This design comes from an exercise in tuning for small area, a short achievable clock period and few clock cycles per item on the open sky130 flow, not from production work. Where RTL was checked, it was by simulation tests only, not by an equivalence proof against the original. The RTL of run 1 was laid out without a check of its function. Power figures rest on the tool's default switching activity, not on a simulated workload.

--- flow/config.mk ---
export PLATFORM = sky130hd
export DESIGN_NAME = hash_ring_node_table
export DESIGN_NICKNAME = hash_ring_node_table
export VERILOG_FILES = /design/flow/design.v
export SDC_FILE = /design/flow/constraint.sdc
export NUM_CORES = 4
export LEC_CHECK = 0
export CAP_MARGIN = 20
export CORE_MARGIN = 2
export CORE_UTILIZATION = 40
export CTS_CLUSTER_DIAMETER = 100
export CTS_CLUSTER_SIZE = 25
export PLACE_DENSITY = 0.6
export SETUP_SLACK_MARGIN = 2.5
export SLEW_MARGIN = 20
export TNS_END_PERCENT = 30
--- flow/constraint.sdc ---
create_clock -name core_clock -period 5.0 [get_ports {clk}]
set_input_delay 1.0000 -clock core_clock [delete_from_list [all_inputs] [get_ports {clk}]]
set_output_delay 1.0000 -clock core_clock [all_outputs]
set_load 0.01 [all_outputs]
--- flow/design.v ---
package hrnt_pkg;
  localparam int TABLE_ENTRIES_DEF = 16;
  localparam logic [31:0] CRC_POLY = 32'hEDB88320;
  localparam logic [31:0] CRC_INIT = 32'hFFFFFFFF;
  localparam logic [1:0] OP_FIND = 2'd0;
  localparam logic [1:0] OP_ADD  = 2'd1;
  localparam logic [1:0] OP_DEL  = 2'd2;
  localparam logic [1:0] ST_OK        = 2'd0;
  localparam logic [1:0] ST_NOT_FOUND = 2'd1;
  localparam logic [1:0] ST_FULL      = 2'd2;
  function automatic logic [31:0] crc_byte(input logic [31:0] crc, input logic [7:0] b);
    logic [31:0] c;
    c = crc ^ {24'd0, b};
    for (int k = 0; k < 8; k++) begin
      c = c[0] ? ((c >> 1) ^ CRC_POLY) : (c >> 1);
    end
    crc_byte = c;
  endfunction
  function automatic logic [1:0] cmp_ge_eq(input logic [31:0] a, input logic [31:0] b);
    logic [31:0] g, l;
    g = a & ~b;
    l = ~a & b;
    for (int w = 1; w < 32; w = w * 2) begin
      for (int i = 0; i < 32; i += 2 * w) begin
        g[i] = g[i + w] | (~l[i + w] & g[i]);
        l[i] = l[i + w] | (~g[i + w] & l[i]);
      end
    end
    cmp_ge_eq = {~l[0], ~(g[0] | l[0])};
  endfunction
  function automatic logic lt4(input logic [3:0] a, input logic [3:0] b);
    logic [3:0] l, e;
    l = ~a & b;
    e = ~(a ^ b);
    lt4 = l[3] | (e[3] & (l[2] | (e[2] & (l[1] | (e[1] & l[0])))));
  endfunction
  function automatic logic [4:0] inc5(input logic [4:0] a);
    inc5 = a ^ {&a[3:0], &a[2:0], &a[1:0], a[0], 1'b1};
  endfunction
  function automatic logic [4:0] dec5(input logic [4:0] a);
    dec5 = a ^ {~|a[3:0], ~|a[2:0], ~|a[1:0], ~a[0], 1'b1};
  endfunction
  function automatic logic [3:0] inc4(input logic [3:0] a);
    inc4 = a ^ {&a[2:0], &a[1:0], a[0], 1'b1};
  endfunction
  function automatic logic [3:0] dec4(input logic [3:0] a);
    dec4 = a ^ {~|a[2:0], ~|a[1:0], ~a[0], 1'b1};
  endfunction
endpackage
module hrnt_front (
  input  logic        clk,
  input  logic        rst_n,
  input  logic        in_valid,
  output logic        in_ready,
  input  logic [1:0]  in_opcode,
  input  logic [7:0]  in_key_byte,
  input  logic        in_last_byte,
  input  logic [31:0] in_node_address,
  input  logic [15:0] in_node_port,
  output logic        c_load,       
  output logic [1:0]  c_op,
  output logic [31:0] c_hash,
  output logic [31:0] c_addr,
  output logic [15:0] c_port,
  input  logic        c_free_now,   
  input  logic        c_free_next   
);
  logic        rdy_r;
  logic        bf_r;                
  logic [31:0] bh_r;
  logic [1:0]  bop_r;
  logic [31:0] ba_r;
  logic [15:0] bp_r;
  logic [31:0] sh_r;                
  logic [31:0] crc_step;
  logic        take, take_last, drain, direct, to_buf, bf_nxt;
  assign in_ready  = rdy_r;
  assign take      = in_valid && rdy_r;
  assign take_last = take && in_last_byte;
  assign drain     = bf_r && c_free_now;
  assign direct    = take_last && !bf_r && c_free_now;
  assign to_buf    = take_last && !direct;
  assign crc_step  = sh_r ^ hrnt_pkg::crc_byte(32'd0, in_key_byte);
  assign c_load = drain || direct;
  assign c_op   = bf_r ? bop_r : in_opcode;
  assign c_addr = bf_r ? ba_r  : in_node_address;
  assign c_port = bf_r ? bp_r  : in_node_port;
  assign c_hash = bf_r ? bh_r  : ~crc_step;
  assign bf_nxt = to_buf || (bf_r && !drain);
  always_ff @(posedge clk) begin
    if (!rst_n) begin
      rdy_r <= 1'b1;
      bf_r  <= 1'b0;
      sh_r  <= hrnt_pkg::crc_byte(hrnt_pkg::CRC_INIT, 8'd0);
    end else begin
      rdy_r <= !bf_nxt || c_free_next;
      bf_r  <= bf_nxt;
      if (take) begin
        sh_r <= in_last_byte ? hrnt_pkg::crc_byte(hrnt_pkg::CRC_INIT, 8'd0)
                             : hrnt_pkg::crc_byte(sh_r, 8'd0) ^
                               hrnt_pkg::crc_byte(hrnt_pkg::crc_byte(32'd0, in_key_byte), 8'd0);
      end
    end
  end
  always_ff @(posedge clk) begin
    if (!bf_r || c_free_now) begin
      bh_r  <= ~crc_step;
      bop_r <= in_opcode;
      ba_r  <= in_node_address;
      bp_r  <= in_node_port;
    end
  end
endmodule
module hrnt_back #(
  parameter int NTAP = 4
) (
  input  logic        clk,
  input  logic        rst_n,
  input  logic        c_load,
  input  logic [1:0]  c_op,
  input  logic [31:0] c_hash,
  input  logic [31:0] c_addr,
  input  logic [15:0] c_port,
  output logic        c_free_now,
  output logic        c_free_next,
  output logic        out_valid,
  input  logic        out_ready,
  output logic [1:0]  out_status,
  output logic [31:0] out_found_address,
  output logic [15:0] out_found_port,
  output logic [31:0] out_key_hash
);
  localparam int N  = 16;
  localparam int R  = N / NTAP;    
  logic [31:0] r_hash [N];
  logic [31:0] r_addr [N];
  logic [15:0] r_port [N];
  logic        r_vld  [N];
  logic [3:0]  r_rank [N];
  logic        f_ge   [N];    
  logic        f_eq   [N];
  logic [1:0]  k_op;
  logic [31:0] k_hash;
  logic [31:0] k_addr;
  logic [15:0] k_port;
  logic [R:0]    ph_r;         
  logic          act;
  logic [R:0]    ph_nxt;
  logic          full, do_clr, do_inc, do_dec, need_inj, inj_wait, inj;
  logic          fov_r;        
  logic [1:0]    y_op_r;       
  logic          ipend_r;      
  logic [4:0]    count_r;
  logic          fnd_r;
  logic          hacc_r, facc_r;   
  logic          hfin_r, ffin_r;   
  logic [3:0]    brank_r;
  logic        ov_r;
  logic [1:0]  os_r;
  logic [31:0] oa_r, kh_r;
  logic [15:0] op_r;
  assign out_valid         = ov_r;
  assign out_status        = os_r;
  assign out_found_address = oa_r;
  assign out_found_port    = op_r;
  assign out_key_hash      = kh_r;
  logic t_ge [NTAP];
  logic t_eq [NTAP];
  always_comb begin
    for (int j = 0; j < NTAP; j++) begin
      {t_ge[j], t_eq[j]} = hrnt_pkg::cmp_ge_eq(r_hash[j*R], k_hash);
    end
  end
  always_ff @(posedge clk) begin
    for (int i = 0; i < N; i++) begin
      if (((i + N - 1) % N) % R == 0) begin
        f_ge[i] <= t_ge[((i + N - 1) % N) / R];
        f_eq[i] <= t_eq[((i + N - 1) % N) / R];
      end else begin
        f_ge[i] <= f_ge[(i + N - 1) % N];
        f_eq[i] <= f_eq[(i + N - 1) % N];
      end
    end
  end
  logic cap, restart, capt, first;
  logic [1:0] op_c;
  assign op_c = fov_r ? y_op_r : k_op;
  assign act     = |ph_r;
  assign cap     = |ph_r[R:1];
  assign restart = (|ph_r[R-1:1]) && ov_r && !out_ready;
  assign capt    = (cap && !restart) || fov_r;
  assign first   = ph_r[1];
  logic [3:0]  cd_rk [NTAP];
  logic [3:0]  tp_rk [NTAP];
  logic [NTAP-1:0] win_r, win_nxt;
  logic        tp_ge [NTAP];
  logic        lb    [NTAP];
  logic        any_win, bfound, fnd_f, bf_after;
  logic [31:0] win_addr;
  logic [15:0] win_port;
  logic [3:0]  win_rank, brank_f;
  always_comb begin
    bfound = fnd_r && !first;
    for (int j = 0; j < NTAP; j++) begin
      cd_rk[j] = r_rank[(j*R + 1) % N];
      tp_rk[j] = r_rank[j*R];
    end
    any_win  = |win_r;
    win_addr = '0;
    win_port = '0;
    win_rank = '0;
    for (int j = 0; j < NTAP; j++) begin
      win_addr = win_addr | ({32{win_r[j]}} & r_addr[(j*R + 1) % N]);
      win_port = win_port | ({16{win_r[j]}} & r_port[(j*R + 1) % N]);
      win_rank = win_rank | ({4{win_r[j]}} & cd_rk[j]);
    end
    fnd_f   = bfound || any_win;
    brank_f = any_win ? win_rank : brank_r;
    bf_after = !ph_nxt[1] && fnd_f;
    for (int j = 0; j < NTAP; j++) begin
      tp_ge[j] = t_ge[j] && r_vld[j*R] && !(do_clr && f_eq[j*R]);
      lb[j]    = hrnt_pkg::lt4(tp_rk[j], brank_f);
      win_nxt[j] = tp_ge[j] && (!bf_after || lb[j]);
    end
    for (int j = 0; j < NTAP; j++) begin
      for (int i = j + 1; i < NTAP; i++) begin
        if (hrnt_pkg::lt4(tp_rk[j], tp_rk[i])) begin
          win_nxt[i] = win_nxt[i] && !tp_ge[j];
        end else begin
          win_nxt[j] = win_nxt[j] && !tp_ge[i];
        end
      end
    end
  end
  always_ff @(posedge clk) begin
    win_r <= win_nxt;
  end
  always_ff @(posedge clk) begin
    if (capt) begin
      fnd_r   <= fnd_f;
      brank_r <= brank_f;
    end
  end
  logic       fin_reg, fin;
  logic [1:0] op_f;
  logic [3:0] ins_rank;
  logic [1:0] status;
  assign fin_reg  = ph_r[R];
  assign fin      = fin_reg || fov_r;
  assign op_f     = fov_r ? y_op_r : k_op;
  assign full     = count_r[4];
  assign do_clr   = fin && hfin_r && (op_f == hrnt_pkg::OP_ADD || op_f == hrnt_pkg::OP_DEL);
  assign do_inc   = fin && (op_f == hrnt_pkg::OP_ADD) && !hfin_r && !full;
  assign do_dec   = fin && (op_f == hrnt_pkg::OP_DEL) && hfin_r;
  assign need_inj = (op_f == hrnt_pkg::OP_ADD) && (hfin_r || !full);
  logic [4:0] count_dec;
  assign count_dec = hrnt_pkg::dec5(count_r);
  assign ins_rank  = fnd_r ? brank_r : count_dec[3:0];
  assign inj_wait = ipend_r && !r_vld[N-1];
  assign inj      = inj_wait;
  always_comb begin
    case (op_f)
      hrnt_pkg::OP_FIND: status = ffin_r ? hrnt_pkg::ST_OK : hrnt_pkg::ST_NOT_FOUND;
      hrnt_pkg::OP_ADD:  status = (hfin_r || !full) ? hrnt_pkg::ST_OK : hrnt_pkg::ST_FULL;
      hrnt_pkg::OP_DEL:  status = hfin_r ? hrnt_pkg::ST_OK : hrnt_pkg::ST_NOT_FOUND;
      default:           status = hrnt_pkg::ST_NOT_FOUND;
    endcase
  end
  logic t_hit, t_fnd;
  always_comb begin
    t_hit = 1'b0;
    t_fnd = 1'b0;
    for (int j = 0; j < NTAP; j++) begin
      t_hit = t_hit || (t_eq[j] && r_vld[j*R] && !(do_clr && f_eq[j*R]));
      t_fnd = t_fnd || (t_ge[j] && r_vld[j*R] && !(do_clr && f_eq[j*R]));
    end
  end
  always_ff @(posedge clk) begin
    hfin_r <= hacc_r || t_hit;
    ffin_r <= facc_r || t_fnd;
    hacc_r <= !load && (hacc_r || t_hit);
    facc_r <= !load && (facc_r || t_fnd);
  end
  logic ovl_ok, fin_free, idle, load;
  assign idle     = !act && !ipend_r;
  assign ovl_ok   = ph_r[R-1] && !restart && (k_op != hrnt_pkg::OP_ADD);
  assign fin_free = fin_reg && !need_inj;
  logic free_r;
  assign c_free_now = free_r;
  assign load       = c_load && free_r;
  logic          ipend_nxt, ov_nxt;
  always_comb begin
    ipend_nxt = ipend_r;
    if (fin_reg) ipend_nxt = need_inj;
    if (inj_wait) ipend_nxt = 1'b0;
    ph_nxt = {ph_r[R-1:0], 1'b0};
    if (restart) ph_nxt = (R+1)'(2);
    if (load)    ph_nxt = (R+1)'(1);
    ov_nxt = fin || (ov_r && !out_ready);
  end
  assign c_free_next =
      (!act && !ipend_r && !load) ||
      (fin_reg && !load && !need_inj) ||
      (inj_wait && !load) ||
      (ph_r[R-2] && !ov_r && k_op != hrnt_pkg::OP_ADD) ||
      (ph_r[R-1] && !ov_r && !load && k_op != hrnt_pkg::OP_ADD) ||
      (((ipend_r && r_vld[N-1]) || (fin_reg && need_inj)) && !r_vld[N-2]);
  always_ff @(posedge clk) begin
    if (!rst_n) begin
      ph_r    <= '0;
      ipend_r <= 1'b0;
      free_r  <= 1'b1;
      fov_r   <= 1'b0;
      ov_r    <= 1'b0;
      count_r <= '0;
    end else begin
      ph_r    <= ph_nxt;
      ipend_r <= ipend_nxt;
      fov_r   <= load && ovl_ok;
      free_r  <= c_free_next;
      ov_r    <= ov_nxt;
      if (do_inc) begin
        count_r <= hrnt_pkg::inc5(count_r);
      end else if (do_dec) begin
        count_r <= hrnt_pkg::dec5(count_r);
      end
    end
  end
  always_ff @(posedge clk) begin
    if (load && ovl_ok) y_op_r <= k_op;
    if (load) begin
      k_op   <= c_op;
      k_hash <= c_hash;
      k_addr <= c_addr;
      k_port <= c_port;
    end
  end
  always_ff @(posedge clk) begin
    for (int i = 0; i < N; i++) begin
      if (i == 0 && inj) begin
        r_hash[0] <= k_hash;
        r_addr[0] <= k_addr;
        r_port[0] <= k_port;
      end else begin
        r_hash[i] <= r_hash[(i + N - 1) % N];
        r_addr[i] <= r_addr[(i + N - 1) % N];
        r_port[i] <= r_port[(i + N - 1) % N];
      end
    end
  end
  for (genvar i = 0; i < N; i++) begin : g_slot
    localparam int S = (i + N - 1) % N;
    logic eq, gt;
    assign eq = f_eq[S] && r_vld[S];
    assign gt = f_ge[S] && !f_eq[S] && r_vld[S];
    always_ff @(posedge clk) begin
      if (!rst_n) begin
        r_vld[i] <= 1'b0;
      end else if (i == 0 && inj) begin
        r_vld[i] <= 1'b1;
      end else begin
        r_vld[i] <= r_vld[S] && !(do_clr && eq);
      end
      if (i == 0 && inj) begin
        r_rank[i] <= ins_rank;
      end else if (do_inc && gt) begin
        r_rank[i] <= hrnt_pkg::inc4(r_rank[S]);
      end else if (do_dec && gt) begin
        r_rank[i] <= hrnt_pkg::dec4(r_rank[S]);
      end else begin
        r_rank[i] <= r_rank[S];
      end
    end
  end
  always_ff @(posedge clk) begin
    if (fin) begin
      os_r <= status;
    end
    if (first && !restart) begin
      kh_r <= k_hash;
    end
    if (capt && (first || any_win)) begin
      oa_r <= (op_c == hrnt_pkg::OP_FIND) ? win_addr : '0;
      op_r <= (op_c == hrnt_pkg::OP_FIND) ? win_port : '0;
    end
  end
endmodule
module hash_ring_node_table (
  input  logic         clk,
  input  logic         rst_n,
  input  logic         in_valid,
  output logic         in_ready,
  input  logic [1:0]   in_opcode,
  input  logic [7:0]   in_key_byte,
  input  logic         in_last_byte,
  input  logic [31:0]  in_node_address,
  input  logic [15:0]  in_node_port,
  output logic         out_valid,
  input  logic         out_ready,
  output logic [1:0]   out_status,
  output logic [31:0]  out_found_address,
  output logic [15:0]  out_found_port,
  output logic [31:0]  out_key_hash
);
  logic        c_load, c_free_now, c_free_next;
  logic [1:0]  c_op;
  logic [31:0] c_hash, c_addr;
  logic [15:0] c_port;
  hrnt_front u_front (
    .clk             (clk),
    .rst_n           (rst_n),
    .in_valid        (in_valid),
    .in_ready        (in_ready),
    .in_opcode       (in_opcode),
    .in_key_byte     (in_key_byte),
    .in_last_byte    (in_last_byte),
    .in_node_address (in_node_address),
    .in_node_port    (in_node_port),
    .c_load          (c_load),
    .c_op            (c_op),
    .c_hash          (c_hash),
    .c_addr          (c_addr),
    .c_port          (c_port),
    .c_free_now      (c_free_now),
    .c_free_next     (c_free_next)
  );
  hrnt_back u_back (
    .clk               (clk),
    .rst_n             (rst_n),
    .c_load            (c_load),
    .c_op              (c_op),
    .c_hash            (c_hash),
    .c_addr            (c_addr),
    .c_port            (c_port),
    .c_free_now        (c_free_now),
    .c_free_next       (c_free_next),
    .out_valid         (out_valid),
    .out_ready         (out_ready),
    .out_status        (out_status),
    .out_found_address (out_found_address),
    .out_found_port    (out_found_port),
    .out_key_hash      (out_key_hash)
  );
endmodule
--- flow/flow/run.sh ---
#!/bin/bash
# The standard layout (the standard.sh: standard synthesis and ORFS on all steps), with
# one change: the buffers ORFS puts on the input and output ports are buf_4 cells instead of
# the default smallest buffer (a slow delay cell), so the port paths are not held back.
set -euo pipefail
export BUFFER_PORTS_ARGS="-buffer_cell sky130_fd_sc_hd__buf_4"
bash standard.sh > standard_flow.log 2>&1
--- flow/standard.sh ---
#!/bin/bash
# synth_recipe.tcl (not shown) runs the flow's synth.tcl, then flattens the netlist and writes it again
# the make line also repeats each setting of config.mk as NAME=value (left out here)
make -C /OpenROAD-flow-scripts/flow DESIGN_CONFIG=/design/flow/config.mk WORK_HOME=/design/flow/orfs CLKGATE_MAP_FILE= SYNTH_SCRIPT=/design/flow/synth_recipe.tcl "${@:-finish}"
==> flow_summary.html, run 1 <==
<table>
<tr><th>Metric</th><th>Value</th></tr>
<tr><th colspan="2">Placement</th></tr>
<tr><td>Number of buffers inserted by port buffering</td><td>146</td></tr>
<tr><td>Pre-CTS worst setup slack</td><td>1461 ps</td></tr>
<tr><td>Number of placed instances, taps included</td><td>5130</td></tr>
<tr><td>Placer's final routability congestion estimate</td><td>0.8430</td></tr>
<tr><td>Hpwl dp</td><td>62650 um</td></tr>
<tr><th colspan="2">Synthesis</th></tr>
<tr><td>Syn. warnings</td><td>15</td></tr>
<tr><td>Mapped cell area</td><td>48960 um^2</td></tr>
<tr><td>Count of flip-flops with a built-in enable after synthesis</td><td>253</td></tr>
<tr><td>Number of nets in the synthesized netlist</td><td>3595</td></tr>
<tr><td>Top post-synthesis cells by count</td><td>sky130_fd_sc_hd__dfxtp_1, sky130_fd_sc_hd__edfxtp_1, sky130_fd_sc_hd__mux2_2</td></tr>
<tr><td>Flops &amp; latches, synth</td><td>1701</td></tr>
<tr><td>Count of different cell masters after synthesis</td><td>73</td></tr>
<tr><td>Biggest area contributors in the synthesized netlist</td><td>sky130_fd_sc_hd__dfxtp_1, sky130_fd_sc_hd__edfxtp_1, sky130_fd_sc_hd__mux2_2</td></tr>
<tr><td>Share of the synthesized area in the top cell type</td><td>0.5921</td></tr>
<tr><td>Average cell area after synthesis</td><td>14.27 um^2</td></tr>
<tr><td>FFs w/ async S/R, synth</td><td>0</td></tr>
<tr><td>Most frequent cell after synthesis</td><td>sky130_fd_sc_hd__dfxtp_1</td></tr>
<tr><td>Dominant synthesized flop cell</td><td>sky130_fd_sc_hd__dfxtp_1</td></tr>
<tr><td>Sequential share of the synthesized area</td><td>0.7473</td></tr>
<tr><td>Number of instances in the synthesized netlist</td><td>3430</td></tr>
<tr><td>Biggest area consumer among synthesized cells</td><td>sky130_fd_sc_hd__dfxtp_1</td></tr>
<tr><th colspan="2">Power and ir drop</th></tr>
<tr><td>Leakage power total</td><td>21.04 nW</td></tr>
<tr><td>Net switching power</td><td>0.005489 W</td></tr>
<tr><td>Worst voltage drop across the vdd grid</td><td>281.3 uV</td></tr>
<tr><td>Share of power burned in registers</td><td>0.609</td></tr>
<tr><td>Power Density</td><td>426.5 nW/um^2</td></tr>
<tr><td>Cell Int Power</td><td>0.01832 W</td></tr>
<tr><td>Final Total Pwr</td><td>0.02381 W</td></tr>
<tr><td>Switch share</td><td>0.2306</td></tr>
<tr><td>Fraction of power consumed by the clock network</td><td>0.312</td></tr>
<tr><td>Share of total power in combinational logic</td><td>0.079</td></tr>
<tr><th colspan="2">Floorplan</th></tr>
<tr><td>Standard-cell rows</td><td>128</td></tr>
<tr><td>Floorplan Core Area</td><td>121600 um^2</td></tr>
<tr><td>Area enclosed by the die boundary</td><td>125200 um^2</td></tr>
<tr><td>Top Ports</td><td>147</td></tr>
<tr><td>Initial cell density of the core</td><td>0.4027</td></tr>
<tr><td>Die Y-Extent</td><td>353.8 um</td></tr>
<tr><td>Chip Width</td><td>353.8 um</td></tr>
<tr><th colspan="2">Timing</th></tr>
<tr><td>Worst relative slew slack</td><td>0.2743</td></tr>
<tr><td>Setup repair after global routing missed its margin</td><td>yes</td></tr>
<tr><td>Hold Slack</td><td>305.2 ps</td></tr>
<tr><td>Period Utilization, post-route</td><td>0.5698</td></tr>
<tr><td>Slew at the pin with the worst max-slew slack</td><td>1089 ps</td></tr>
<tr><td>Final Skew</td><td>33.00 ps</td></tr>
<tr><td>Clock period minus final worst setup slack</td><td>2849 ps</td></tr>
<tr><td>Final Slew Violations</td><td>0</td></tr>
<tr><td>Final number of setup-violating endpoints</td><td>0</td></tr>
<tr><td>Worst path setup slack after routing</td><td>2151 ps</td></tr>
<tr><td>Endpoints failing hold</td><td>0</td></tr>
<tr><td>Accumulated negative setup slack</td><td>0 ps</td></tr>
<tr><td>Peak Freq</td><td>351.0 MHz</td></tr>
<tr><th colspan="2">Drt</th></tr>
<tr><td>Initial detailed-routing violation count</td><td>1601</td></tr>
<tr><td>Vias/cell</td><td>4.631</td></tr>
<tr><td>Antenna viol nets, final</td><td>0</td></tr>
<tr><td>Number of iterations in the first detailed-routing pass</td><td>5</td></tr>
<tr><td>Post-detailed-route DRC marker count</td><td>0</td></tr>
<tr><td>Average wire length per cell after detail routing</td><td>18.12 um</td></tr>
<tr><td>Total number of vias</td><td>24812</td></tr>
<tr><td>Wire length reported by the detailed router</td><td>97100 um</td></tr>
<tr><th colspan="2">Setup path</th></tr>
<tr><td>Reg2reg setup slack</td><td>2150 ps</td></tr>
<tr><td>Class of the most critical setup path</td><td>reg2reg</td></tr>
<tr><td>Number of cells traversed by the worst register-to-register path</td><td>12</td></tr>
<tr><td>Required @ worst endpoint</td><td>5610 ps</td></tr>
<tr><td>Critical path fanouts, max</td><td>5</td></tr>
<tr><td>Worst flop-to-flop path startpoint</td><td>u_back.k_hash[8]</td></tr>
<tr><td>Element type at the critical path start</td><td>flop</td></tr>
<tr><td>Worst R2R End</td><td>u_back.win_r[2]</td></tr>
<tr><td>Crit path capture type</td><td>flop</td></tr>
<tr><td>Data arrival time at the worst-slack endpoint</td><td>3460 ps</td></tr>
<tr><th colspan="2">Clock tree</th></tr>
<tr><td>Clk root buf</td><td>sky130_fd_sc_hd__clkbuf_16</td></tr>
<tr><td>Count of clock tree sinks</td><td>1701</td></tr>
<tr><td>Clock tree from TritonCTS</td><td>done</td></tr>
<tr><td>CTS max path bufs</td><td>3</td></tr>
<tr><td>Number of CTS-inserted buffers</td><td>80</td></tr>
<tr><td>Post-CTS Hold Fix Bufs</td><td>0</td></tr>
<tr><td>Number of H-tree branching levels</td><td>3</td></tr>
<tr><td>Clock transition at the registers of the reported paths</td><td>100 ps</td></tr>
<tr><td>Clock latency (worst-skew pair)</td><td>700 ps</td></tr>
<tr><th colspan="2">Cells and area</th></tr>
<tr><td>Antenna Cells</td><td>0</td></tr>
<tr><td>Layout overhead on the synthesized area</td><td>14.01%</td></tr>
<tr><td>Final std cells w/o fill</td><td>5358</td></tr>
<tr><td>FILL cells</td><td>10744</td></tr>
<tr><td>Share of final-layout standard cells stronger than drive strength 1</td><td>0.1808</td></tr>
<tr><td>Final net count</td><td>3838</td></tr>
<tr><th colspan="2">Global routing</th></tr>
<tr><td>Initial antenna violation count</td><td>2</td></tr>
<tr><td>Vias in the first global route</td><td>24483</td></tr>
<tr><td>Pin count of the biggest net entering global routing</td><td>56</td></tr>
<tr><td>Global-route wire length before repair</td><td>148000 um</td></tr>
<tr><td>Overall overflow remaining after global route</td><td>0</td></tr>
<tr><td>Overall global routing resource usage</td><td>0.1534</td></tr>
<tr><th colspan="2">Worst hold path</th></tr>
<tr><td>Worst min-delay path endpoint</td><td>u_back.r_addr[15][28]</td></tr>
<tr><td>Path category of the worst min-delay check</td><td>reg2reg</td></tr>
<tr><td>Hold_sp</td><td>u_back.r_addr[14][28]</td></tr>
<tr><td>Number of cells on the worst hold path</td><td>0</td></tr>
<tr><th colspan="2">Run</th></tr>
<tr><td>Max-cap check violation count</td><td>0</td></tr>
<tr><th colspan="2">Status</th></tr>
<tr><td>Outcome</td><td>timing/DRC/antenna clean</td></tr>
</table>
-- area by class of cell --
cell class	instances	area, um^2	share of cell area
clock buffer	127	2178	0.03903
clock inverter	15	299.0	0.005358
inverter	120	454.2	0.008138
multi-input combinational	1518	12270	0.2198
sequential	1701	36600	0.6558
tap	1625	2033	0.03643
timing repair buffer	252	1981	0.03549
-- how the worst max path moves through the flow --
stage,from,endpoint,slack (ps),depth (start not counted)
floorplan,in_valid,u_back.win_r[0],1430,7
global placement,u_back.k_hash[20],u_back.win_r[3],1460,9
detailed placement,u_back.k_hash[20],u_back.win_r[3],1460,9
CTS,u_back.k_hash[0],u_back.ffin_r,2190,10
global route,u_back.k_hash[4],u_back.ffin_r,2030,10
finish,u_back.k_hash[8],u_back.win_r[2],2150,12
-- worst max-delay path: stages, from the launching register on --
cell and delay (ps):
sky130_fd_sc_hd__edfxtp_1 480, sky130_fd_sc_hd__buf_6 160, sky130_fd_sc_hd__nor2b_4 110, sky130_fd_sc_hd__maj3_2 330
sky130_fd_sc_hd__maj3_2 330, sky130_fd_sc_hd__a21oi_4 180, sky130_fd_sc_hd__buf_6 120, sky130_fd_sc_hd__a311oi_4 130
sky130_fd_sc_hd__o21ai_2 240, sky130_fd_sc_hd__buf_4 160, sky130_fd_sc_hd__nand2_4 60, sky130_fd_sc_hd__a221o_1 290
sky130_fd_sc_hd__a211oi_2 180
-- routing by layer --
metal  share of wire  wire (um)  track usage  vias to the layer above
li1                -          -            -                    12142
met4           0.029       2818      0.05311                        2
met3           0.041       3948      0.02397                      140
met1            0.50      48410       0.2251                    12106
met5         0.00012         12            0                        -
met2            0.43      41910       0.2298                      422
-- sequential cells by signal (all words and copies together), names as in the netlist, 64 cells and up --
signal,count
u_back.r_rank,64
u_back.r_hash,512
u_back.r_port,256
u_back.r_addr,512
-- layout by cell type, fill, tap and decap left out, types with 70 or more instances in the layout --
cell / count
sky130_fd_sc_hd__a22oi_1: 136
sky130_fd_sc_hd__inv_1: 112
sky130_fd_sc_hd__clkbuf_16: 80
sky130_fd_sc_hd__buf_4: 230
sky130_fd_sc_hd__nor2_1: 110
sky130_fd_sc_hd__ha_1: 101
sky130_fd_sc_hd__o21ai_0: 70
sky130_fd_sc_hd__dfxtp_1: 1442
sky130_fd_sc_hd__xnor2_1: 156
sky130_fd_sc_hd__mux2_2: 160
sky130_fd_sc_hd__maj3_1: 79
sky130_fd_sc_hd__edfxtp_1: 253
sky130_fd_sc_hd__nand2_1: 127
sky130_fd_sc_hd__a21oi_1: 96
-- logic make-up (layout without fill, tap and decap cells) --
family | count (synthesis) | in the layout | synth area share
and+or+nand+nor | 452 | 452 | 0.04593
adders and majority gates | 217 | 217 | 0.04999
DFF | 1701 | 1701 | 0.7473
xor gates and xnor gates | 214 | 214 | 0.03913
AOI/OAI and AO/OA | 460 | 460 | 0.06131
buffers and inverters | 211 | 514 | 0.01646
muxes | 175 | 175 | 0.03987
-- power groups by stage --
stage	Sequential (W)	Clock, W	Combinational (W)
after detailed placement	0.0148	0	0.00172
after floorplan	0.0147	0	0.00134
after CTS	0.0145	0.00768	0.00185
after global routing	0.0145	0.00818	0.00208
final	0.0145	0.00743	0.00189
after global placement	0.0148	0	0.00171
-- stage by stage --
stage / util / cell area (um^2)
after global placement: 0.4272 / 51930
after global routing: 0.4592 / 55810
after CTS: 0.4561 / 55450
final: 0.4592 / 55810
after floorplan: - / 48980
after detailed placement: 0.4272 / 51930
-- timing repair --
item,CTS,global route
pin swaps,46,31
endpoints found under the hold margin,0,0
buffers inserted,59,27
endpoints found under the setup margin,106,66
resized for setup,149,38
==> inputs of run 2 (changes only) <==
--- a/flow/design.v
+++ b/flow/design.v
@@ -19,12 +19,12 @@
   function automatic logic [1:0] cmp_ge_eq(input logic [31:0] a, input logic [31:0] b);
-    logic [31:0] g, l;
+    logic [31:0] g, e;
     g = a & ~b;
-    l = ~a & b;
+    e = ~(a ^ b);
     for (int w = 1; w < 32; w = w * 2) begin
       for (int i = 0; i < 32; i += 2 * w) begin
-        g[i] = g[i + w] | (~l[i + w] & g[i]);
-        l[i] = l[i + w] | (~g[i + w] & l[i]);
+        g[i] = g[i + w] | (e[i + w] & g[i]);
+        e[i] = e[i + w] & e[i];
       end
     end
-    cmp_ge_eq = {~l[0], ~(g[0] | l[0])};
+    cmp_ge_eq = {g[0] | e[0], e[0]};
   endfunction
--- a/flow/config.mk
+++ b/flow/config.mk
@@ -7,10 +7,10 @@
 export LEC_CHECK = 0
-export CAP_MARGIN = 20
+export CAP_MARGIN = 0
 export CORE_MARGIN = 2
-export CORE_UTILIZATION = 40
+export CORE_UTILIZATION = 45
 export CTS_CLUSTER_DIAMETER = 100
 export CTS_CLUSTER_SIZE = 25
-export PLACE_DENSITY = 0.6
-export SETUP_SLACK_MARGIN = 2.5
-export SLEW_MARGIN = 20
+export PLACE_DENSITY = 0.65
+export SETUP_SLACK_MARGIN = 2.6
+export SLEW_MARGIN = 0
 export TNS_END_PERCENT = 30
==> run 2 against run 1 <==
  * Register-to-register slack better by 360 ps
  * Clock skew fell by 1.1 ps
  * Synthesized cell count shrank 3.0%
  * Global-route usage grew 1.5 points
  * Worst hold slack gained 6.1 ps
  * Clock-buffer cell count increased by 5
  * Sequential share of layout area up 0.67 points
  * Highest routed layer is now met4
  * Core utilization rose by 5.1 points
  * Worst setup slack improved by 360 ps
==> flow_summary.html, run 2 <==
<table>
<tr><th>Metric</th><th>Value</th></tr>
<tr><th colspan="2">Drt</th></tr>
<tr><td>Wire length reported by the detailed router</td><td>95020 um (-2.1%)</td></tr>
<tr><td>Vias/cell</td><td>4.808 (+3.8%)</td></tr>
<tr><td>Number of iterations in the first detailed-routing pass</td><td>7 (+2)</td></tr>
<tr><td>Total number of vias</td><td>24112 (-2.8%)</td></tr>
<tr><td>Initial detailed-routing violation count</td><td>1551 (-3.1%)</td></tr>
<tr><td>Post-detailed-route DRC marker count</td><td>0 (unchanged)</td></tr>
<tr><td>Antenna viol nets, final</td><td>0 (unchanged)</td></tr>
<tr><td>Average wire length per cell after detail routing</td><td>18.95 um (+4.6%)</td></tr>
<tr><th colspan="2">Synthesis</th></tr>
<tr><td>Count of different cell masters after synthesis</td><td>66 (-9.6%)</td></tr>
<tr><td>Most frequent cell after synthesis</td><td>sky130_fd_sc_hd__dfxtp_1</td></tr>
<tr><td>Number of instances in the synthesized netlist</td><td>3328 (-3.0%)</td></tr>
<tr><td>Number of nets in the synthesized netlist</td><td>3621 (+0.72%)</td></tr>
<tr><td>Biggest area contributors in the synthesized netlist</td><td>sky130_fd_sc_hd__dfxtp_1, sky130_fd_sc_hd__edfxtp_1, sky130_fd_sc_hd__ha_1</td></tr>
<tr><td>Flops &amp; latches, synth</td><td>1701 (unchanged)</td></tr>
<tr><td>Mapped cell area</td><td>48990 um^2 (about the same)</td></tr>
<tr><td>FFs w/ async S/R, synth</td><td>0 (unchanged)</td></tr>
<tr><td>Dominant synthesized flop cell</td><td>sky130_fd_sc_hd__dfxtp_1</td></tr>
<tr><td>Share of the synthesized area in the top cell type</td><td>0.5917 (about the same)</td></tr>
<tr><td>Sequential share of the synthesized area</td><td>0.7468 (about the same)</td></tr>
<tr><td>Top post-synthesis cells by count</td><td>sky130_fd_sc_hd__dfxtp_1, sky130_fd_sc_hd__edfxtp_1, sky130_fd_sc_hd__ha_1</td></tr>
<tr><td>Syn. warnings</td><td>15 (unchanged)</td></tr>
<tr><td>Average cell area after synthesis</td><td>14.72 um^2 (+3.1%)</td></tr>
<tr><td>Count of flip-flops with a built-in enable after synthesis</td><td>253 (unchanged)</td></tr>
<tr><td>Biggest area consumer among synthesized cells</td><td>sky130_fd_sc_hd__dfxtp_1</td></tr>
<tr><th colspan="2">Clock tree</th></tr>
<tr><td>Clock transition at the registers of the reported paths</td><td>110 ps (about the same)</td></tr>
<tr><td>CTS max path bufs</td><td>3 (unchanged)</td></tr>
<tr><td>Number of CTS-inserted buffers</td><td>79 (-1.3%)</td></tr>
<tr><td>Clock tree from TritonCTS</td><td>done</td></tr>
<tr><td>Number of H-tree branching levels</td><td>3 (unchanged)</td></tr>
<tr><td>Post-CTS Hold Fix Bufs</td><td>0 (unchanged)</td></tr>
<tr><td>Count of clock tree sinks</td><td>1701 (unchanged)</td></tr>
<tr><td>Clock latency (worst-skew pair)</td><td>680 ps (-20 ps)</td></tr>
<tr><td>Clk root buf</td><td>sky130_fd_sc_hd__clkbuf_16</td></tr>
<tr><th colspan="2">Cells and area</th></tr>
<tr><td>Layout overhead on the synthesized area</td><td>12.80%</td></tr>
<tr><td>Footprint of the multi-input gates</td><td>12390 um^2 (+0.97%)</td></tr>
<tr><td>Final net count</td><td>3833 (-0.13%)</td></tr>
<tr><td>Share of final-layout standard cells stronger than drive strength 1</td><td>0.1756 (-0.005264)</td></tr>
<tr><td>FILL cells</td><td>9159 (-15%)</td></tr>
<tr><td>Most frequent cells in the layout</td><td>sky130_fd_sc_hd__dfxtp_1, sky130_fd_sc_hd__edfxtp_1, sky130_fd_sc_hd__ha_1</td></tr>
<tr><td>Leading cell type in the layout, fill and taps excluded</td><td>sky130_fd_sc_hd__dfxtp_1</td></tr>
<tr><td>Sequential cell area in the final layout</td><td>36610 um^2 (about the same)</td></tr>
<tr><td>Largest registers ranked by flip-flop count</td><td>u_back.r_addr (512), u_back.r_hash (512), u_back.r_port (256)</td></tr>
<tr><td>Final non-filler cell area</td><td>55260 um^2 (-1.0%)</td></tr>
<tr><th colspan="2">Floorplan</th></tr>
<tr><td>Floorplan Core Area</td><td>108400 um^2 (-11%)</td></tr>
<tr><td>Initial cell density of the core</td><td>0.4519 (+0.04917)</td></tr>
<tr><td>Standard-cell rows</td><td>121 (-5.5%)</td></tr>
<tr><td>Top Ports</td><td>147 (unchanged)</td></tr>
<tr><td>Chip Width</td><td>333.9 um (-5.6%)</td></tr>
<tr><td>Die Y-Extent</td><td>333.9 um (-5.6%)</td></tr>
<tr><td>Area enclosed by the die boundary</td><td>111500 um^2 (-11%)</td></tr>
<tr><th colspan="2">Worst hold path</th></tr>
<tr><td>Path category of the worst min-delay check</td><td>reg2reg</td></tr>
<tr><th colspan="2">Timing</th></tr>
<tr><td>Worst relative slew slack</td><td>0.3072 (+0.03291)</td></tr>
<tr><td>Final Slew Violations</td><td>0 (unchanged)</td></tr>
<tr><td>Peak Freq</td><td>401.5 MHz (+14%)</td></tr>
<tr><td>Final number of setup-violating endpoints</td><td>0 (unchanged)</td></tr>
<tr><td>Slew at the pin with the worst max-slew slack</td><td>1037 ps (-51.83 ps)</td></tr>
<tr><td>Period Utilization, post-route</td><td>0.4981 (-0.07169)</td></tr>
<tr><td>Accumulated negative setup slack</td><td>0 ps (unchanged)</td></tr>
<tr><td>Endpoints failing hold</td><td>0 (unchanged)</td></tr>
<tr><td>Final Skew</td><td>31.87 ps (-1.126 ps)</td></tr>
<tr><td>Setup repair after global routing missed its margin</td><td>yes</td></tr>
<tr><td>Clock period minus final worst setup slack</td><td>2491 ps (-358.4 ps)</td></tr>
<tr><th colspan="2">Setup path</th></tr>
<tr><td>Critical path fanouts, max</td><td>5 (unchanged)</td></tr>
<tr><td>Element type at the critical path start</td><td>flop</td></tr>
<tr><td>Data arrival time at the worst-slack endpoint</td><td>3070 ps (-390 ps)</td></tr>
<tr><td>Crit path capture type</td><td>flop</td></tr>
<tr><td>Class of the most critical setup path</td><td>reg2reg</td></tr>
<tr><td>Required @ worst endpoint</td><td>5580 ps (-30 ps)</td></tr>
<tr><th colspan="2">Global routing</th></tr>
<tr><td>Initial antenna violation count</td><td>1 (-1)</td></tr>
<tr><td>Overall global routing resource usage</td><td>0.1685 (+0.01513)</td></tr>
<tr><td>Global-route wire length before repair</td><td>143100 um (-3.3%)</td></tr>
<tr><td>Overall overflow remaining after global route</td><td>0 (unchanged)</td></tr>
<tr><td>Pin count of the biggest net entering global routing</td><td>52 (-7.1%)</td></tr>
<tr><td>Vias in the first global route</td><td>23951 (-2.2%)</td></tr>
<tr><th colspan="2">Placement</th></tr>
<tr><td>Hpwl dp</td><td>62010 um (-1.0%)</td></tr>
<tr><td>Number of buffers inserted by port buffering</td><td>146 (unchanged)</td></tr>
<tr><td>Dpl cell area</td><td>51680 um^2 (-0.49%)</td></tr>
<tr><td>Placer's final routability congestion estimate</td><td>0.8526 (+1.1%)</td></tr>
<tr><th colspan="2">Power and ir drop</th></tr>
<tr><td>Worst voltage drop across the vdd grid</td><td>259.8 uV (-7.6%)</td></tr>
<tr><td>Leakage power total</td><td>21.79 nW (+3.6%)</td></tr>
<tr><td>Power Density</td><td>432.5 nW/um^2 (+1.4%)</td></tr>
<tr><th colspan="2">Status</th></tr>
<tr><td>Outcome</td><td>timing/DRC/antenna clean</td></tr>
<tr><th colspan="2">Run</th></tr>
<tr><td>Max-cap check violation count</td><td>0 (unchanged)</td></tr>
</table>
-- run 2: cell count changes after synthesis, moves of 19 or more --
| cell | previous run | this run |
|---|---|---|
| sky130_fd_sc_hd__nand2b_1 | 67 | 5 |
| sky130_fd_sc_hd__a21boi_0 | 5 | 53 |
| sky130_fd_sc_hd__a21oi_1 | 111 | 90 |
| sky130_fd_sc_hd__nand2_1 | 128 | 150 |
| sky130_fd_sc_hd__nand4_1 | 3 | 25 |
| sky130_fd_sc_hd__maj3_1 | 99 | 0 |
| sky130_fd_sc_hd__nor2b_1 | 64 | 9 |
| sky130_fd_sc_hd__nor2_1 | 116 | 90 |
| sky130_fd_sc_hd__ha_1 | 102 | 230 |
| sky130_fd_sc_hd__o21ai_0 | 84 | 65 |
-- run 2: timing repair --
item,4_1_cts,5_1_grt
hold endpoints to repair,0,0
resized for setup,103,73
pin swaps,28,27
gates cloned,1,0
endpoints found under the setup margin,162,123
setup buffers,27,20
-- run 2: power by group --
group	switching [W]	internal, W	leakage, nW
clock network	0.00412	0.00315	1.13
registers	0.000255	0.0143	14.2
logic	0.00113	0.000954	6.43
-- run 2: path summary, 6_finish.rpt --
check,startpoint,endpoint,slack (ps),cells past startpoint
worst max-delay path,u_back.k_hash[19],u_back.facc_r,2510,9
worst min-delay path,u_back.r_addr[12][29],u_back.r_addr[13][29],310,0
worst max register to register,u_back.k_hash[19],u_back.facc_r,2510,9
worst min register to register,u_back.r_addr[12][29],u_back.r_addr[13][29],310,0
-- run 2: cell type report --
| class | count | area share |
|---|---|---|
| Sequential cell | 1701 | 0.6625 |
| Multi-Input combinational cell | 1431 | 0.2242 |
| Clock buffer | 132 | 0.04053 |
| Tap cell | 1414 | 0.03202 |
| Timing Repair Buffer | 213 | 0.03032 |
| Inverter | 114 | 0.007812 |
| Clock inverter | 9 | 0.002604 |
| Antenna cell | 1 | 0.00004529 |
-- run 2: routing by layer --
metal,GRT usage,vias to the layer above,wire length [um]
met4,0.05127,0,2453
met5,0,-,0
met2,0.2550,416,41450
li1,-,11837,-
met1,0.2485,11729,47180
met3,0.02656,130,3938
-- run 2: cell families after synthesis --
| group | after synthesis | share of synthesized area |
|---|---|---|
| buffers and inverters | 197 | 0.01658 |
| adders and majority gates | 230 | 0.05875 |
| muxes | 173 | 0.03946 |
| DFF | 1701 | 0.7468 |
| AOI/OAI and AO/OA | 441 | 0.06028 |
| and+or+nand+nor | 377 | 0.03635 |
| xor gates and xnor gates | 209 | 0.04176 |
-- run 2: per-stage QoR --
step / instances / total power [W] / hold slack (ps) / util / worst slack [ps]
3_5_place_dp: 4825 / 0.01684 / 312.1 / 0.4767 / 1716
5_1_grt: 5014 / 0.02486 / 319.8 / 0.5097 / 2422
6_report: 5015 / 0.02390 / 311.3 / 0.5097 / 2509
4_1_cts: 4994 / 0.02405 / 311.3 / 0.5046 / 2459
3_3_place_gp: 4825 / 0.01682 / 309.5 / 0.4767 / 1765
2_1_floorplan: 3328 / 0.01624 / 309.6 / - / 1609
-- run 2: critical path, stage by stage, from the launching register on --
cell and delay [ps]:
sky130_fd_sc_hd__edfxtp_1 460, sky130_fd_sc_hd__inv_2 160, sky130_fd_sc_hd__ha_4 230, sky130_fd_sc_hd__a21oi_2 140, sky130_fd_sc_hd__o21ai_2 80, sky130_fd_sc_hd__a221o_1 350, sky130_fd_sc_hd__a2111o_1 440, sky130_fd_sc_hd__o21ai_4 240
sky130_fd_sc_hd__nand4_1 130, sky130_fd_sc_hd__and2_1 170
Testbench counts of run 2, summed over its fixed seeds: cycles 28,659, items 2,400.
==> inputs of run 3 (changes only) <==
--- a/flow/config.mk
+++ b/flow/config.mk
@@ -7,3 +7,3 @@
 export LEC_CHECK = 0
-export CAP_MARGIN = 0
+export CAP_MARGIN = 10
 export CORE_MARGIN = 2
@@ -14,3 +14,3 @@
 export SETUP_SLACK_MARGIN = 2.6
-export SLEW_MARGIN = 0
+export SLEW_MARGIN = 10
 export TNS_END_PERCENT = 30
==> run 3 against run 2 <==
  * Sequential share of layout area is the same
  * Still clean
  * Sequential power is essentially flat
  * Non-clock buffer count is the same
  * Wire length is the same
==> flow_summary.html, run 3 <==
<table>
<tr><th>Metric</th><th>Value</th></tr>
<tr><th colspan="2">Synthesis</th></tr>
<tr><td>Biggest area consumer among synthesized cells</td><td>sky130_fd_sc_hd__dfxtp_1</td></tr>
<tr><td>Fraction of the mapped netlist area in adder cells</td><td>0.05875 (unchanged)</td></tr>
<tr><td>Number of nets in the synthesized netlist</td><td>3621 (unchanged)</td></tr>
<tr><td>FFs w/ async S/R, synth</td><td>0 (unchanged)</td></tr>
<tr><td>Most frequent cell after synthesis</td><td>sky130_fd_sc_hd__dfxtp_1</td></tr>
<tr><td>Flops &amp; latches, synth</td><td>1701 (unchanged)</td></tr>
<tr><td>Top post-synthesis cells by count</td><td>sky130_fd_sc_hd__dfxtp_1, sky130_fd_sc_hd__edfxtp_1, sky130_fd_sc_hd__ha_1</td></tr>
<tr><td>Area share of and/or/nand/nor cells after synthesis</td><td>0.03635 (unchanged)</td></tr>
<tr><td>Dominant combinational cell family by area after synthesis</td><td>compound AO/OA/AOI/OAI gates</td></tr>
<tr><td>Share of the synthesized area in the top cell type</td><td>0.5917 (unchanged)</td></tr>
<tr><td>Multiplexer area fraction after synthesis</td><td>0.03946 (unchanged)</td></tr>
<tr><td>Syn. warnings</td><td>15 (unchanged)</td></tr>
<tr><td>Count of flip-flops with a built-in enable after synthesis</td><td>253 (unchanged)</td></tr>
<tr><td>Area fraction in compound gates after synthesis</td><td>0.06028 (unchanged)</td></tr>
<tr><td>Biggest area contributors in the synthesized netlist</td><td>sky130_fd_sc_hd__dfxtp_1, sky130_fd_sc_hd__edfxtp_1, sky130_fd_sc_hd__ha_1</td></tr>
<tr><td>Mapped cell area</td><td>48990 um^2 (unchanged)</td></tr>
<tr><td>Dominant synthesized flop cell</td><td>sky130_fd_sc_hd__dfxtp_1</td></tr>
<tr><td>Sequential share of the synthesized area</td><td>0.7468 (unchanged)</td></tr>
<tr><td>Count of different cell masters after synthesis</td><td>66 (unchanged)</td></tr>
<tr><td>Average cell area after synthesis</td><td>14.72 um^2 (unchanged)</td></tr>
<tr><td>Number of instances in the synthesized netlist</td><td>3328 (unchanged)</td></tr>
<tr><td>Synthesized-area fraction occupied by xor and xnor cells</td><td>0.04176 (unchanged)</td></tr>
<tr><th colspan="2">Placement</th></tr>
<tr><td>Hpwl dp</td><td>62010 um (unchanged)</td></tr>
<tr><td>Placer's final routability congestion estimate</td><td>0.8526 (unchanged)</td></tr>
<tr><td>Number of placed instances, taps included</td><td>4825 (unchanged)</td></tr>
<tr><td>Number of buffers inserted by port buffering</td><td>146 (unchanged)</td></tr>
<tr><th colspan="2">Drt</th></tr>
<tr><td>Average wire length per cell after detail routing</td><td>18.95 um (unchanged)</td></tr>
<tr><td>Number of iterations in the first detailed-routing pass</td><td>7 (unchanged)</td></tr>
<tr><td>Vias/cell</td><td>4.808 (unchanged)</td></tr>
<tr><td>Initial detailed-routing violation count</td><td>1551 (unchanged)</td></tr>
<tr><td>Total number of vias</td><td>24112 (unchanged)</td></tr>
<tr><td>Post-detailed-route DRC marker count</td><td>0 (unchanged)</td></tr>
<tr><td>Antenna viol nets, final</td><td>0 (unchanged)</td></tr>
<tr><td>Wire length reported by the detailed router</td><td>95020 um (unchanged)</td></tr>
<tr><th colspan="2">Global routing</th></tr>
<tr><td>Overall overflow remaining after global route</td><td>0 (unchanged)</td></tr>
<tr><td>Initial antenna violation count</td><td>1 (unchanged)</td></tr>
<tr><td>Overall global routing resource usage</td><td>0.1685 (unchanged)</td></tr>
<tr><td>Vias in the first global route</td><td>23951 (unchanged)</td></tr>
<tr><td>Global-route wire length before repair</td><td>143100 um (unchanged)</td></tr>
<tr><td>Pin count of the biggest net entering global routing</td><td>52 (unchanged)</td></tr>
<tr><th colspan="2">Floorplan</th></tr>
<tr><td>Standard-cell rows</td><td>121 (unchanged)</td></tr>
<tr><td>Top Ports</td><td>147 (unchanged)</td></tr>
<tr><td>Area enclosed by the die boundary</td><td>111500 um^2 (unchanged)</td></tr>
<tr><td>Initial cell density of the core</td><td>0.4519 (unchanged)</td></tr>
<tr><td>Die Y-Extent</td><td>333.9 um (unchanged)</td></tr>
<tr><td>Floorplan Core Area</td><td>108400 um^2 (unchanged)</td></tr>
<tr><td>Chip Width</td><td>333.9 um (unchanged)</td></tr>
<tr><th colspan="2">Run</th></tr>
<tr><td>Max-cap check violation count</td><td>0 (unchanged)</td></tr>
<tr><th colspan="2">Clock tree</th></tr>
<tr><td>Clock transition at the registers of the reported paths</td><td>110 ps (about the same)</td></tr>
<tr><td>Clk root buf</td><td>sky130_fd_sc_hd__clkbuf_16</td></tr>
<tr><td>Clock tree from TritonCTS</td><td>done</td></tr>
<tr><td>Post-CTS Hold Fix Bufs</td><td>0 (unchanged)</td></tr>
<tr><td>Clock latency (worst-skew pair)</td><td>680 ps (about the same)</td></tr>
<tr><td>Number of CTS-inserted buffers</td><td>79 (unchanged)</td></tr>
<tr><td>CTS max path bufs</td><td>3 (unchanged)</td></tr>
<tr><td>Number of H-tree branching levels</td><td>3 (unchanged)</td></tr>
<tr><td>Count of clock tree sinks</td><td>1701 (unchanged)</td></tr>
<tr><th colspan="2">Setup path</th></tr>
<tr><td>Bufs and invs on worst path</td><td>1 (unchanged)</td></tr>
<tr><td>Number of cells traversed by the worst register-to-register path</td><td>9 (unchanged)</td></tr>
<tr><td>Critical path cell sequence</td><td>inv_2, ha_4, a21oi_2, o21ai_2, a221o_1, a2111o_1, o21ai_4, nand4_1, and2_1</td></tr>
<tr><td>Logic depth of the worst setup path including buffers</td><td>9 (unchanged)</td></tr>
<tr><td>Element type at the critical path start</td><td>flop</td></tr>
<tr><td>Class of the most critical setup path</td><td>reg2reg</td></tr>
<tr><td>Crit path max-delay cell type</td><td>sky130_fd_sc_hd__edfxtp_1</td></tr>
<tr><td>Delay-heaviest family, CP</td><td>compound AO/OA/AOI/OAI gates</td></tr>
<tr><td>Data arrival time at the worst-slack endpoint</td><td>3070 ps (about the same)</td></tr>
<tr><td>Required @ worst endpoint</td><td>5580 ps (about the same)</td></tr>
<tr><td>Critical path fanouts, max</td><td>5 (unchanged)</td></tr>
<tr><td>Largest stage delay on the critical path</td><td>460 ps (about the same)</td></tr>
<tr><td>Crit path capture type</td><td>flop</td></tr>
<tr><th colspan="2">Timing</th></tr>
<tr><td>Worst relative slew slack</td><td>0.3072 (unchanged)</td></tr>
<tr><td>Period Utilization, post-route</td><td>0.4981 (unchanged)</td></tr>
<tr><td>Setup repair after global routing missed its margin</td><td>yes</td></tr>
<tr><td>Accumulated negative setup slack</td><td>0 ps (unchanged)</td></tr>
<tr><td>Endpoints failing hold</td><td>0 (unchanged)</td></tr>
<tr><td>Final Slew Violations</td><td>0 (unchanged)</td></tr>
<tr><td>Clock period minus final worst setup slack</td><td>2491 ps (unchanged)</td></tr>
<tr><td>Peak Freq</td><td>401.5 MHz (unchanged)</td></tr>
<tr><td>Final number of setup-violating endpoints</td><td>0 (unchanged)</td></tr>
<tr><td>Slew at the pin with the worst max-slew slack</td><td>1037 ps (unchanged)</td></tr>
<tr><td>Final Skew</td><td>31.87 ps (unchanged)</td></tr>
<tr><th colspan="2">Cells and area</th></tr>
<tr><td>Most frequent cells in the layout</td><td>sky130_fd_sc_hd__dfxtp_1, sky130_fd_sc_hd__edfxtp_1, sky130_fd_sc_hd__ha_1</td></tr>
<tr><td>Leading cell type in the layout, fill and taps excluded</td><td>sky130_fd_sc_hd__dfxtp_1</td></tr>
<tr><td>Largest registers ranked by flip-flop count</td><td>u_back.r_addr (512), u_back.r_hash (512), u_back.r_port (256)</td></tr>
<tr><td>Final net count</td><td>3833 (unchanged)</td></tr>
<tr><td>Final std cells w/o fill</td><td>5015 (unchanged)</td></tr>
<tr><td>Layout overhead on the synthesized area</td><td>12.80% (unchanged)</td></tr>
<tr><td>Final cell utilization of the core</td><td>0.5097 (unchanged)</td></tr>
<tr><td>Share of final-layout standard cells stronger than drive strength 1</td><td>0.1756 (unchanged)</td></tr>
<tr><th colspan="2">Status</th></tr>
<tr><td>Outcome</td><td>timing/DRC/antenna clean</td></tr>
<tr><th colspan="2">Power and ir drop</th></tr>
<tr><td>Power Density</td><td>432.5 nW/um^2 (unchanged)</td></tr>
<tr><td>Final Total Pwr</td><td>0.02390 W (unchanged)</td></tr>
<tr><td>Worst voltage drop across the vdd grid</td><td>259.8 uV (unchanged)</td></tr>
<tr><td>Leakage power total</td><td>21.79 nW (unchanged)</td></tr>
<tr><th colspan="2">Worst hold path</th></tr>
<tr><td>Path category of the worst min-delay check</td><td>reg2reg</td></tr>
<tr><td>Number of cells on the worst hold path</td><td>0 (unchanged)</td></tr>
</table>
[run 3: worst paths after layout]
kind | endpoint | slack (ps) | startpoint
setup / recovery | u_back.facc_r | 2510 | u_back.k_hash[19]
hold / removal | u_back.r_addr[13][29] | 310 | u_back.r_addr[12][29]
setup reg to reg | u_back.facc_r | 2510 | u_back.k_hash[19]
hold reg to reg | u_back.r_addr[13][29] | 310 | u_back.r_addr[12][29]
[run 3: timing repair]
item / CTS / global route
endpoints found under the setup margin: 162 / 123
gates resized for setup: 103 / 73
cloned: 1 / 0
buffers inserted: 27 / 20
pin swaps: 28 / 27
[run 3: final cells by class]
type                            instances  area (um^2)
Fill cell                            9159        53140
Sequential cell                      1701        36610
Multi-Input combinational cell       1431        12390
Clock buffer                          132         2240
Tap cell                             1414         1769
Timing Repair Buffer                  213         1675
Inverter                              114        431.7
Clock inverter                          9        143.9
Antenna cell                            1        2.502
[run 3: metrics by stage]
step | cell area (um^2) | worst slack (ps) | hold WS (ps)
detailed placement | 51680 | 1716 | 312.1
CTS | 54700 | 2459 | 311.3
finish | 55260 | 2509 | 311.3
global placement | 51680 | 1765 | 309.5
global route | 55250 | 2422 | 319.8
floorplan | 49010 | 1609 | 309.6
[run 3: metal layers]
layer  track usage  up-vias  wire (um)
met5             0        -          0
met4       0.05127        0       2453
met2        0.2550      416      41450
li1              -    11837          -
met1        0.2485    11729      47180
met3       0.02656      130       3938
[run 3: kinds of logic after synthesis]
| logic type | after synthesis |
|---|---|
| flops | 1701 |
| fa+ha+maj | 230 |
| mux | 173 |
| buf+inv | 197 |
| xor+xnor | 209 |
| simple gates | 377 |
| compound gates | 441 |
[run 3: report_power, final]
group | switching (W) | internal (W)
logic | 0.00113 | 0.000954
registers | 0.000255 | 0.0143
clock network | 0.00412 | 0.00315
==> inputs of run 4 (changes only) <==
--- a/flow/config.mk
+++ b/flow/config.mk
@@ -7,5 +7,6 @@
 export LEC_CHECK = 0
-export CAP_MARGIN = 10
+export CAP_MARGIN = 20
 export CORE_MARGIN = 2
 export CORE_UTILIZATION = 45
+export CTS_BUF_LIST = sky130_fd_sc_hd__clkbuf_16 sky130_fd_sc_hd__clkbuf_8 sky130_fd_sc_hd__clkbuf_4
 export CTS_CLUSTER_DIAMETER = 100
@@ -14,3 +15,3 @@
 export SETUP_SLACK_MARGIN = 2.6
-export SLEW_MARGIN = 10
+export SLEW_MARGIN = 20
 export TNS_END_PERCENT = 30
==> run 4 against run 3 <==
  * Power grew 1.0%
  * Sequential share of layout area is essentially flat
  * Final cell count is essentially flat
  * Worst hold slack lost 4.8 ps
  * Clock-buffer cell count grew 2
  * Largest power group unchanged
==> flow_summary.html, run 4 <==
<table>
<tr><th>Metric</th><th>Value</th></tr>
<tr><th colspan="2">Synthesis</th></tr>
<tr><td>Flops &amp; latches, synth</td><td>1701 (unchanged)</td></tr>
<tr><td>FFs w/ async S/R, synth</td><td>0 (unchanged)</td></tr>
<tr><td>Most frequent cell after synthesis</td><td>sky130_fd_sc_hd__dfxtp_1</td></tr>
<tr><td>Mapped cell area</td><td>48990 um^2 (unchanged)</td></tr>
<tr><td>Count of different cell masters after synthesis</td><td>66 (unchanged)</td></tr>
<tr><td>Number of instances in the synthesized netlist</td><td>3328 (unchanged)</td></tr>
<tr><td>Number of nets in the synthesized netlist</td><td>3621 (unchanged)</td></tr>
<tr><td>Average cell area after synthesis</td><td>14.72 um^2 (unchanged)</td></tr>
<tr><td>Biggest area contributors in the synthesized netlist</td><td>sky130_fd_sc_hd__dfxtp_1, sky130_fd_sc_hd__edfxtp_1, sky130_fd_sc_hd__ha_1</td></tr>
<tr><td>Biggest area consumer among synthesized cells</td><td>sky130_fd_sc_hd__dfxtp_1</td></tr>
<tr><td>Sequential share of the synthesized area</td><td>0.7468 (unchanged)</td></tr>
<tr><td>Share of the synthesized area in the top cell type</td><td>0.5917 (unchanged)</td></tr>
<tr><td>Syn. warnings</td><td>15 (unchanged)</td></tr>
<tr><td>Dominant synthesized flop cell</td><td>sky130_fd_sc_hd__dfxtp_1</td></tr>
<tr><td>Top post-synthesis cells by count</td><td>sky130_fd_sc_hd__dfxtp_1, sky130_fd_sc_hd__edfxtp_1, sky130_fd_sc_hd__ha_1</td></tr>
<tr><td>Count of flip-flops with a built-in enable after synthesis</td><td>253 (unchanged)</td></tr>
<tr><th colspan="2">Timing</th></tr>
<tr><td>Worst relative slew slack</td><td>0.3141 (+0.006883)</td></tr>
<tr><td>Final number of setup-violating endpoints</td><td>0 (unchanged)</td></tr>
<tr><td>Period Utilization, post-route</td><td>0.5019 (+0.003742)</td></tr>
<tr><td>Peak Freq</td><td>398.5 MHz (-0.75%)</td></tr>
<tr><td>Final Skew</td><td>40.88 ps (+9.004 ps)</td></tr>
<tr><td>Slew at the pin with the worst max-slew slack</td><td>1026 ps (-10.30 ps)</td></tr>
<tr><td>Endpoints failing hold</td><td>0 (unchanged)</td></tr>
<tr><td>Clock period minus final worst setup slack</td><td>2509 ps (+18.71 ps)</td></tr>
<tr><td>Setup repair after global routing missed its margin</td><td>yes</td></tr>
<tr><td>Worst path setup slack after routing</td><td>2491 ps (-18.71 ps)</td></tr>
<tr><td>Accumulated negative setup slack</td><td>0 ps (unchanged)</td></tr>
<tr><td>Hold Slack</td><td>306.4 ps (-4.835 ps)</td></tr>
<tr><td>Final Slew Violations</td><td>0 (unchanged)</td></tr>
<tr><th colspan="2">Drt</th></tr>
<tr><td>Number of iterations in the first detailed-routing pass</td><td>5 (-2)</td></tr>
<tr><td>Total number of vias</td><td>24219 (+0.44%)</td></tr>
<tr><td>Vias/cell</td><td>4.828 (+0.42%)</td></tr>
<tr><td>Initial detailed-routing violation count</td><td>1530 (-1.4%)</td></tr>
<tr><td>Post-detailed-route DRC marker count</td><td>0 (unchanged)</td></tr>
<tr><td>Antenna viol nets, final</td><td>0 (unchanged)</td></tr>
<tr><td>Average wire length per cell after detail routing</td><td>18.92 um (-0.17%)</td></tr>
<tr><td>Wire length reported by the detailed router</td><td>94890 um (-0.15%)</td></tr>
<tr><th colspan="2">Clock tree</th></tr>
<tr><td>Post-CTS Hold Fix Bufs</td><td>0 (unchanged)</td></tr>
<tr><td>Clock tree from TritonCTS</td><td>done</td></tr>
<tr><td>Clock transition at the registers of the reported paths</td><td>100 ps (about the same)</td></tr>
<tr><td>Number of CTS-inserted buffers</td><td>79 (unchanged)</td></tr>
<tr><td>CTS max path bufs</td><td>3 (unchanged)</td></tr>
<tr><td>Clk root buf</td><td>sky130_fd_sc_hd__clkbuf_16</td></tr>
<tr><td>Number of H-tree branching levels</td><td>3 (unchanged)</td></tr>
<tr><td>Count of clock tree sinks</td><td>1701 (unchanged)</td></tr>
<tr><td>Clock latency (worst-skew pair)</td><td>690 ps (about the same)</td></tr>
<tr><th colspan="2">Cells and area</th></tr>
<tr><td>Share of final-layout standard cells stronger than drive strength 1</td><td>0.1833 (+0.007727)</td></tr>
<tr><td>Most frequent cells in the layout</td><td>sky130_fd_sc_hd__dfxtp_1, sky130_fd_sc_hd__edfxtp_1, sky130_fd_sc_hd__ha_1</td></tr>
<tr><td>Largest registers ranked by flip-flop count</td><td>u_back.r_addr (512), u_back.r_hash (512), u_back.r_port (256)</td></tr>
<tr><td>FILL cells</td><td>9136 (-0.25%)</td></tr>
<tr><td>Final net count</td><td>3832 (-0.026%)</td></tr>
<tr><td>Leading cell type in the layout, fill and taps excluded</td><td>sky130_fd_sc_hd__dfxtp_1</td></tr>
<tr><td>Layout overhead on the synthesized area</td><td>12.88% (about the same)</td></tr>
<tr><th colspan="2">Floorplan</th></tr>
<tr><td>Chip Width</td><td>333.9 um (unchanged)</td></tr>
<tr><td>Area enclosed by the die boundary</td><td>111500 um^2 (unchanged)</td></tr>
<tr><td>Initial cell density of the core</td><td>0.4519 (unchanged)</td></tr>
<tr><td>Standard-cell rows</td><td>121 (unchanged)</td></tr>
<tr><td>Floorplan Core Area</td><td>108400 um^2 (unchanged)</td></tr>
<tr><td>Die Y-Extent</td><td>333.9 um (unchanged)</td></tr>
<tr><td>Top Ports</td><td>147 (unchanged)</td></tr>
<tr><th colspan="2">Power and ir drop</th></tr>
<tr><td>Leakage power total</td><td>21.94 nW (+0.67%)</td></tr>
<tr><td>Final Total Pwr</td><td>0.02415 W (+1.0%)</td></tr>
<tr><td>Power Density</td><td>436.7 nW/um^2 (+0.97%)</td></tr>
<tr><td>Worst voltage drop across the vdd grid</td><td>275.2 uV (+5.9%)</td></tr>
<tr><th colspan="2">Global routing</th></tr>
<tr><td>Overall global routing resource usage</td><td>0.1688 (+0.0003107)</td></tr>
<tr><td>Overall overflow remaining after global route</td><td>0 (unchanged)</td></tr>
<tr><td>Initial antenna violation count</td><td>1 (unchanged)</td></tr>
<tr><td>Vias in the first global route</td><td>24023 (+0.30%)</td></tr>
<tr><td>Pin count of the biggest net entering global routing</td><td>52 (unchanged)</td></tr>
<tr><td>Global-route wire length before repair</td><td>143900 um (+0.53%)</td></tr>
<tr><th colspan="2">Status</th></tr>
<tr><td>Outcome</td><td>timing/DRC/antenna clean</td></tr>
<tr><th colspan="2">Placement</th></tr>
<tr><td>Placer's final routability congestion estimate</td><td>0.8526 (unchanged)</td></tr>
<tr><td>Hpwl dp</td><td>62370 um (+0.58%)</td></tr>
<tr><td>Number of buffers inserted by port buffering</td><td>146 (unchanged)</td></tr>
<tr><td>Pre-CTS worst setup slack</td><td>1702 ps (-14.83 ps)</td></tr>
<tr><th colspan="2">Setup path</th></tr>
<tr><td>Critical path fanouts, max</td><td>5 (unchanged)</td></tr>
<tr><td>Crit path capture type</td><td>flop</td></tr>
<tr><td>Crit path max-delay cell type</td><td>sky130_fd_sc_hd__edfxtp_1</td></tr>
<tr><td>Required @ worst endpoint</td><td>5590 ps (about the same)</td></tr>
<tr><td>Element type at the critical path start</td><td>flop</td></tr>
<tr><td>Class of the most critical setup path</td><td>reg2reg</td></tr>
<tr><td>Critical path cell sequence</td><td>inv_2, ha_4, a21oi_2, o21ai_2, a221o_1, a2111o_1, o21ai_4, nand4_1, and2_1</td></tr>
<tr><td>Data arrival time at the worst-slack endpoint</td><td>3100 ps (+30 ps)</td></tr>
<tr><td>Largest stage delay on the critical path</td><td>460 ps (about the same)</td></tr>
<tr><th colspan="2">Run</th></tr>
<tr><td>Max-cap check violation count</td><td>0 (unchanged)</td></tr>
<tr><th colspan="2">Worst hold path</th></tr>
<tr><td>Path category of the worst min-delay check</td><td>reg2reg</td></tr>
</table>
[run 4: cell counts after synthesis]
No cell type changed its count.
[run 4: critical path, delay by kind of cell (launching register included)]
kind,cells,cell delay [ps]
buf+inv,1,160
fa+ha+maj,1,230
flops,1,460
simple gates,2,320
compound gates,5,1240
[run 4: layer usage]
metal | routed length [um] | GRT usage | part of all wire | vias up
met2 | 41760 | 0.2618 | 0.44 | 439
met3 | 3980 | 0.02540 | 0.042 | 130
met5 | 0 | 0 | 0 | -
met1 | 47040 | 0.2489 | 0.50 | 11805
li1 | - | - | - | 11845
met4 | 2105 | 0.03977 | 0.022 | 0
[run 4: worst paths after layout]
kind | startpoint | endpoint | slack [ps] | depth (start not counted)
worst max register to register | u_back.k_hash[19] | u_back.facc_r | 2490 | 9
worst min register to register | u_back.r_port[10][15] | u_back.r_port[11][15] | 310 | 0
worst max-delay path | u_back.k_hash[19] | u_back.facc_r | 2490 | 9
worst min-delay path | u_back.r_port[10][15] | u_back.r_port[11][15] | 310 | 0
[run 4: repair_timing]
item	CTS	global route
pin swaps	30	21
gates resized for setup	109	39
endpoints found under the setup margin	99	33
buffers inserted	24	21
[run 4: area by class of cell]
| cell class | count | area, um^2 | area share |
|---|---|---|---|
| Sequential cell | 1701 | 36610 | 0.6620 |
| Clock buffer | 134 | 2425 | 0.04385 |
| Multi-Input combinational cell | 1430 | 12210 | 0.2208 |
| Clock inverter | 9 | 156.4 | 0.002828 |
| Tap cell | 1414 | 1769 | 0.03200 |
| Timing Repair Buffer | 213 | 1695 | 0.03066 |
| Inverter | 114 | 434.2 | 0.007852 |
| Antenna cell | 1 | 2.502 | 0.00004526 |
[run 4: logic make-up after synthesis]
kind of cell | after synthesis | share of synthesized area
flip-flops | 1701 | 0.7468
AO/OA/AOI/OAI | 441 | 0.06028
AND/OR/NAND/NOR | 377 | 0.03635
adder cells (fa/ha/maj) | 230 | 0.05875
XOR/XNOR | 209 | 0.04176
buffers and inverters | 197 | 0.01658
multiplexers | 173 | 0.03946
[run 4: where the power goes]
group / total, W / leakage [nW] / switching (W) / internal [W]
clock network: 0.00754 / 1.31 / 0.00412 / 0.00342
logic: 0.00205 / 6.40 / 0.00112 / 0.000934
registers: 0.0146 / 14.2 / 0.000255 / 0.0143
[run 4: through the flow]
| step | instance area, um^2 | cells | util |
|---|---|---|---|
| floorplan | 49010 | 3328 | - |
| global placement | 51680 | 4825 | 0.4767 |
| detailed placement | 51700 | 4827 | 0.4770 |
| CTS | 54940 | 4994 | 0.5069 |
| global route | 55290 | 5015 | 0.5101 |
| finish | 55300 | 5016 | 0.5101 |

==> re-timing with driven ports <==
No port has a modelled driver above. Below, the same layouts with a new extraction and two added sets of constraints. Step 1, drivers: a clkbuf_16 drives clk and a buf_2 each remaining input, both assumed. Step 2 also shifts input and output timing later by t, the mid clock arrival at the registers, as if the neighbouring blocks saw the same clock. a / b / c = ideal ports / drivers / drivers and shift; a / b = the first two.
run	t, ns	slack for setup (ns)
run 1	0.756	2.151 / 2.151 / 1.744
run 2	0.740	2.509 / 2.473 / 1.896
run 3	0.740	2.509 / 2.473 / 1.896
run 4	0.738	2.491 / 2.443 / 1.862
After both steps setup and hold are still met in every run listed.
